Source: an optimization exercise on an open RTL-to-GDS flow (aim: small area and a short achievable clock period). Production flows keep margins and buffers that such runs may drop. At most, simulation tests tie the RTL to the original design; equivalence was not proved. Power and IR drop assume default switching activity.

## unified_mem_pipe
module unified_mem_pipe #(
    parameter int ADDR_W   = 6,
    parameter int READ_LAT = 1,
    parameter int CNT_W    = 16
) (
    input  logic              clk,
    input  logic              rst_n,
    input  logic              if_req,
    input  logic [ADDR_W-1:0] if_addr,
    output logic              if_ready,
    output logic              if_valid,
    output logic [31:0]       if_rdata,
    input  logic              d_req,
    input  logic              d_we,
    input  logic [2:0]        d_funct3,
    input  logic [ADDR_W-1:0] d_addr,
    input  logic [31:0]       d_wdata,
    output logic              d_ready,
    output logic              d_valid,
    output logic [31:0]       d_rdata,
    output logic              d_err,
    output logic [CNT_W-1:0]  conflict_cnt
);
    localparam int WA    = ADDR_W - 2;
    localparam int WORDS = 2 ** WA;
    logic [31:0]       mem [WORDS];
    logic              d_acc;
    logic              if_acc;
    logic              d_err_c;
    logic              d_wr;
    logic              ld_ok;
    logic [3:0]        be;
    logic [31:0]       wd;
    logic [WORDS-1:0]  rsel;
    logic [31:0]       rd_lo;
    logic [31:0]       rd_hi;
    logic [31:0]       ld_val;
    logic [CNT_W-1:0]  cnt_q;
    logic              d_vld_p0_q;
    logic              d_err_p0_q;
    logic [31:0]       d_rdata_p0_q;
    logic              if_vld_p0_q;
    logic [31:0]       if_rdata_p0_q;
    function automatic logic acc_err(input logic we, input logic [2:0] f3, input logic [1:0] a);
        logic e;
        case (f3)
            3'b000:  e = 1'b0;
            3'b001:  e = a[0];
            3'b010:  e = (a != 2'b00);
            3'b100:  e = we;
            3'b101:  e = we | a[0];
            default: e = 1'b1;
        endcase
        acc_err = e;
    endfunction
    assign d_ready  = rst_n;
    unified_mem_ifrdy u_ifrdy (.rst_n(rst_n), .d_req(d_req), .if_ready(if_ready));
    assign d_acc    = rst_n & d_req;
    assign if_acc   = rst_n & if_req & ~d_req;
    assign d_err_c  = acc_err(d_we, d_funct3, d_addr[1:0]);
    assign d_wr     = d_acc & d_we & ~d_err_c;
    assign ld_ok    = d_acc & ~d_we & ~d_err_c;
    always_comb begin
        case (d_funct3[1:0])
  ...
Settings: LEC_CHECK=0, CAP_MARGIN=20, CORE_MARGIN=2, CORE_UTILIZATION=50, SETUP_SLACK_MARGIN=3.0, SLEW_MARGIN=20, SYNTH_HIERARCHICAL=1, TNS_END_PERCENT=0; clock period 5.5 ns.
standard.sh (not shown) runs the stock make flow with config.mk's settings and CLKGATE_MAP_FILE= SYNTH_SCRIPT=/design/flow/synth_recipe.tcl, a recipe that flattens the netlist after the stock synthesis.
==> flow/flow/run.sh <==
#!/bin/bash
# Standard synthesis, then the standard layout with these changes: ports are buffered with
# buf_2 instead of the resizer's default pick; repair may resize a cell to any cell of the
# same function (not only the same footprint); the clock tree uses clkbuf_4/8, sink clusters
# of up to 16 and no dummy loads; and before global routing, eco.tcl reconnects the gates of
# the input-to-output paths (if_ready, d_ready) to the input port buffers, bypassing fanout
# buffers. Each make's full output goes to its own log.
set -euo pipefail
bash standard.sh synth > synth.log 2>&1
bash standard.sh MATCH_CELL_FOOTPRINT=0 \
  "BUFFER_PORTS_ARGS=-buffer_cell sky130_fd_sc_hd__buf_2" \
  "CTS_ARGS=-sink_clustering_enable -repair_clock_nets -dont_use_dummy_load -sink_clustering_size 16 -sink_clustering_max_diameter 60 -buf_list {sky130_fd_sc_hd__clkbuf_4 sky130_fd_sc_hd__clkbuf_8}" \
  "PRE_GLOBAL_ROUTE_TCL=$PWD/flow/eco.tcl" \
  finish > layout.log 2>&1
Other scripts of this flow, unchanged in this note and not shown: flow/flow/eco.tcl
Next try:
- SETUP_SLACK_MARGIN: 3.0 -> 2.9
The changed run completed with no timing, DRC or antenna violations.
Synthesized cell count stays the same.
First-iteration DRC count increases by 7.5%.
Clock-buffer cell count stays the same.
Setup slack degrades by 32 ps.
Total power is about the same.
Maximum frequency decreases by 1.2%.
Global-route usage hardly moves.
Next try:
- PLACE_DENSITY: unset -> 0.75
- SETUP_SLACK_MARGIN: 2.9 -> 3.1
Power came out lower by 0.56%.
Combinational power rose by 3.3%.
Final area went up by 1.6%.

---

fjord:
Another version of the RTL of unified_mem_pipe (not shown whole).
For scale: roughly 600 flip-flops, ~0.023 mm2 of cells after synthesis.
clock: 5.5 ns
lec_check: 0
cap_margin: 20
core_margin: 2
core_utilization: 30
setup_slack_margin: 2.5
slew_margin: 20
run.sh (not shown) runs the stock make flow with config.mk's settings and CLKGATE_MAP_FILE= SYNTH_SCRIPT=/design/flow/synth_recipe.tcl, a recipe that flattens the netlist after the stock synthesis.
Stock flow here: none of the scripts above is used.
What nickel does differently from fjord at the input level:
Settings: a change of SETUP_SLACK_MARGIN from 2.5 to 3.2.
==> flow/flow/run.sh (new file) <==
#!/bin/bash
# Standard synthesis, then the standard layout with two changes: ports are buffered with
# buf_2 instead of the resizer's default pick, and repair may resize a cell to any cell of the
# same function (not only the same footprint). Each make's full output goes to its own log.
set -euo pipefail
bash standard.sh synth > synth.log 2>&1
bash standard.sh MATCH_CELL_FOOTPRINT=0 "BUFFER_PORTS_ARGS=-buffer_cell sky130_fd_sc_hd__buf_2" finish > layout.log 2>&1
==> flow/standard.sh (new file) <==
#!/bin/bash
# synth_recipe.tcl (not shown) runs the flow's synth.tcl, then flattens the netlist and writes it again
# the make line also repeats each setting of config.mk as NAME=value (left out here)
make -C /OpenROAD-flow-scripts/flow DESIGN_CONFIG=/design/flow/config.mk WORK_HOME=/design/flow/orfs CLKGATE_MAP_FILE= SYNTH_SCRIPT=/design/flow/synth_recipe.tcl "${@:-finish}"
removed: flow/run.sh
[summary]
Going from fjord to nickel, HPWL after detailed placement shrank by a few percent.
Sequential share of layout area sits lower in nickel than in fjord.
Compared with fjord, nickel shows a higher power.
Between fjord and nickel, the flow reports count of vias placed by the detailed router increasing by a little under 10%.
Measured against fjord, the finished layout cell area of nickel comes out at 1.10 times the reference value.
Sequential cell fraction of total power for nickel: 1.8 points down relative to fjord
On switching power share of the total, nickel and fjord are neck and neck.
What fjord reported for leakage power summed over all cells has to be multiplied by 1.16 to get the figure for nickel.
| final worst setup slack | nickel vs fjord | 0.10 ns higher |
The final hold slack in nickel was lower than what fjord gave.
## Diff of input files: amber against nickel
Settings: changing SETUP_SLACK_MARGIN from 3.2 to 2.5.
Notes after the runs:
- Cmp amber and nickel / proportion of final cell area spent on non-clock buffers / higher: nickel
- For the global routing usage summed across all routing layers, amber came in 1.6 points lower than nickel did.
- Relative area of clock buffers and inverters in the final design, amber and nickel, higher one = amber.
- Of amber and nickel, amber shows the lower final instance count without filler cells, with nickel above it.
- Taking nickel as the reference point, the part of the cycle the worst path needs of amber rises by 1.6 points.
- Number of optimization iterations in the first detailed-route pass essentially unchanged between amber and nickel.
- Looking only at worst setup slack, and setting everything else aside, the higher value of amber and nickel goes to nickel.
- nickel ended up with met4 as its highest signal layer in the routed design; amber ended up with met5.
- Min via count across amber and nickel: amber
- The final area of amber falls short of that of nickel by 13%.
- amber ended up with a lower final antenna diode count than nickel did.
- Between nickel and amber, final hold slack increased.
> inputs changed (amber -> yarrow)
==> flow/flow/run.sh <==
#!/bin/bash
# Standard synthesis, then the standard layout with these changes: ports are buffered with
# buf_2 instead of the resizer's default pick, repair may resize a cell to any cell of the
# same function (not only the same footprint), and the clock tree uses smaller buffers and
# no dummy loads. Each make's full output goes to its own log.
set -euo pipefail
bash standard.sh synth > synth.log 2>&1
bash standard.sh MATCH_CELL_FOOTPRINT=0 \
  "BUFFER_PORTS_ARGS=-buffer_cell sky130_fd_sc_hd__buf_2" \
  "CTS_ARGS=-sink_clustering_enable -repair_clock_nets -dont_use_dummy_load -buf_list {sky130_fd_sc_hd__clkbuf_4 sky130_fd_sc_hd__clkbuf_8}" \
  finish > layout.log 2>&1
## What came out
- yarrow vs amber — worst-case vdd ir drop dropped 40%.
- Measured against each other, yarrow and amber differ in power, the lower figure coming from yarrow.
- yarrow vs. amber: layout overhead on the synthesized area went down by 2.5 points.
- Taking amber as the reference, in yarrow first-pass GRT wire length decreased by 0.37% relative to the old numbers, final hold slack moved down, number of buffers other than clock buffers in the final layout increased by 17 relative to the old numbers.
- In yarrow, cell internal power dissipation is lower than in amber.
No run of this note included a check of the RTL's function; only the layout flow was run.

[static timing again, ports no longer ideal]
The flow's constraints put no driver on any port. The routed layouts listed below were extracted and timed again, unchanged, in two steps.
Step 1 assumes that a clkbuf_16 drives the clock port and a buf_2 every other input.
Step 2 adds t to the input delays and takes it off the output delays; t is the mean of the earliest and latest rising clock arrival at the registers after step 1. Input paths then give back, and output paths get back, about the clock's delay inside the block.
Three values: ideal, step 1, step 2; two values: the first two.
run	t, ns	setup WS [ns]	latest minus earliest clock arrival (ns)	slew at the worst register clock pin (ns)	pins driven straight from the clock port
the first run of note 1	0.689	2.853 / 2.848 / 2.196	0.057 / 0.057	0.10 / 0.10	1
the second run of note 1	0.685	2.821 / 2.842 / 2.157	0.055 / 0.055	0.10 / 0.10	1
the third run of note 1	0.684	2.768 / 2.798 / 2.113	0.069 / 0.069	0.10 / 0.10	1
fjord	0.689	2.435 / 2.471 / 1.782	0.024 / 0.025	0.07 / 0.07	1
nickel	0.689	2.537 / 2.263 / 1.574	0.026 / 0.027	0.07 / 0.07	1
amber	0.688	2.449 / 2.374 / 1.686	0.016 / 0.015	0.07 / 0.07	1
yarrow	0.711	2.487 / 2.330 / 1.619	0.074 / 0.074	0.07 / 0.07	1
After both steps setup and hold are still met in every run listed. The setup slack of nickel, which loses most, moves by -0.274 ns with the drivers and by -0.963 ns with both steps.
